This design comes from an exercise in tuning for small area, a short achievable clock period and few clock cycles per item on the open sky130 flow, not from production work.
Where RTL was checked, it was by simulation tests only, not by an equivalence proof against the original.
Power is estimated from default activity; no workload was simulated.

## old
## systolic_top
module systolic_top (
	input wire logic clk,
	input wire logic rst,
	input wire logic [23:0] horz_data,
	input wire logic [2:0] horz_we,
	output logic [2:0] horz_wrdy,
	input wire logic [47:0] obli_data,
	input wire logic [5:0] obli_we,
	output logic [5:0] obli_wrdy,
	output logic [7:0] dout,
	output logic dout_en
);
Settings: LEC_CHECK=0, CAP_MARGIN=20, CORE_MARGIN=2, CORE_UTILIZATION=40, SETUP_SLACK_MARGIN=2.7, SLEW_MARGIN=20; clock period 5.0 ns.
standard.sh (not shown) runs the stock make flow with config.mk's settings and CLKGATE_MAP_FILE= SYNTH_SCRIPT=/design/flow/synth_recipe.tcl, a recipe that flattens the netlist after the stock synthesis.
==> flow/flow/run.sh <==
#!/bin/bash
# Standard layout (the standard.sh: standard synthesis through finish),
# with two changes to how the layout is made:
# - ports get a small plain buffer (buf_1) rather than the delay buffer that
#   buffer_ports picks by default; every input and output port is still
#   buffered, and the resizer may still upsize these buffers;
# - clock tree synthesis clusters up to 30 registers per leaf buffer and
#   inserts no dummy loads.
set -euo pipefail
export BUFFER_PORTS_ARGS="-buffer_cell sky130_fd_sc_hd__buf_1"
export CTS_ARGS="-sink_clustering_enable -repair_clock_nets -dont_use_dummy_load -sink_clustering_size 30 -sink_clustering_max_diameter 80"
bash standard.sh finish > standard_sh.log 2>&1
Testbench counts of old, summed over its fixed seeds: cycles 3,925, sets 960.
The inputs of new differ from those of old as listed below.
# old
export LEC_CHECK = 0
export CAP_MARGIN = 20
export CORE_MARGIN = 2
export CORE_UTILIZATION = 40
export SETUP_SLACK_MARGIN = 2.7
export SLEW_MARGIN = 20
create_clock -name core_clock -period 5.0 [get_ports {clk}]
# new
export LEC_CHECK = 0
export CAP_MARGIN = 5
export CORE_MARGIN = 2
export CORE_UTILIZATION = 40
export SETUP_SLACK_MARGIN = 2.8
export SLEW_MARGIN = 5
create_clock -name core_clock -period 5.0 [get_ports {clk}]
[summary]
Delta (new minus old): wire length climbed about 2.6%; area growth from synthesis to layout barely changed; final worst setup slack climbed 0.064 ns. Looking at number of logic stages on the critical path including buffering, new sits 3 below old. Of old and new, the run reporting the lower maximum frequency was old. new vs old on global-route wire length before repair: new is the higher one. new and old ended up with roughly the same final core utilization. Between new and old, it is new whose biggest fanout along the worst timing path is higher, by 6.


systolic_top, a different RTL version from the one above (not shown whole).
Size: ~680 cells after synthesis, about 210 flip-flops, about 100 I/O pins, ~0.0090 sq mm of cells after synthesis.
export LEC_CHECK = 0
export CAP_MARGIN = 20
export CORE_MARGIN = 2
export CORE_UTILIZATION = 40
export CTS_BUF_LIST = sky130_fd_sc_hd__clkbuf_8 sky130_fd_sc_hd__clkbuf_16
export SETUP_SLACK_MARGIN = 2.8
export SLEW_MARGIN = 20
create_clock -name core_clock -period 5.0 [get_ports {clk}]
==> flow/flow/run.sh <==
#!/bin/bash
# Standard layout (the standard.sh: standard synthesis through finish),
# with one change: ports get a small plain buffer (buf_1/buf_2) rather than
# the delay buffer buffer_ports picks by default. Every input and output port
# is still buffered, and the resizer may still upsize these buffers.
set -euo pipefail
export BUFFER_PORTS_ARGS="-buffer_cell sky130_fd_sc_hd__buf_1"
bash standard.sh finish > standard_sh.log 2>&1
The baseline went through all stages and came out clean.
==> next run, changes <==
Settings changed: CTS_BUF_LIST sky130_fd_sc_hd__clkbuf_8 sky130_fd_sc_hd__clkbuf_16 to not set, SETUP_SLACK_MARGIN 2.8 to 3.0.
=> The changed run ran to the end with no violations; clock skew fell by 3.4 ps; routed wire length rose by 6.7%; final area rose by 4.5%; synthesized area stays the same; die area is unchanged; total power rose by about 0.7%; clock power fell by about 2%; worst setup slack gets better by 60 ps; final cell count rose by 2.6%; via count rose by about 3.4%; critical path depth rose by 1.
==> next run, changes <==
Settings changed: SETUP_SLACK_MARGIN 3.0 to 2.8.
=> The changed run completed without violations; worst hold slack stays flat; utilization is lower by 2.2 points; via count is lower by a few percent; clock-buffer cell count is higher by 8; flip-flop and latch count is unchanged; total power is lower slightly; global-route usage is lower by 0.75 points; routed wire length is lower by a few percent; critical path depth is lower by 6; synthesized area stays the same.
No functional check of the RTL was part of any run of this note.

## separate check: timing with driven ports
No port has a modelled driver above. Below, the same layouts with a new extraction and two added sets of constraints.
Step 1 sets driving cells, clkbuf_16 on the clock port and buf_2 on the other inputs (assumed; they add their load-dependent delay and slew).
Step 2 moves the port delays by t, midway between the first and last clock arrival at a register: inputs arrive t later, outputs are due t later. That takes back most of the time a late clock gives input paths.
a / b / c = ideal / step 1 / step 2; a / b = the first two.
run | shift t [ns] | slack for setup (ns) | pins driven straight from the clock port
old | 0.507 | 2.775 / 2.775 / 2.662 | 1
new | 0.500 | 2.839 / 2.832 / 2.620 | 1
the first run of note 2 | 0.553 | 2.837 / 2.810 / 2.643 | 1
the second run of note 2 | 0.555 | 2.897 / 2.897 / 2.664 | 1
the third run of note 2 | 0.553 | 2.858 / 2.811 / 2.642 | 1
After both steps every run listed still meets setup and hold. For the second run of note 2, which loses most, drivers alone change the setup slack by 0.000 ns; drivers and shift together by -0.233 ns.
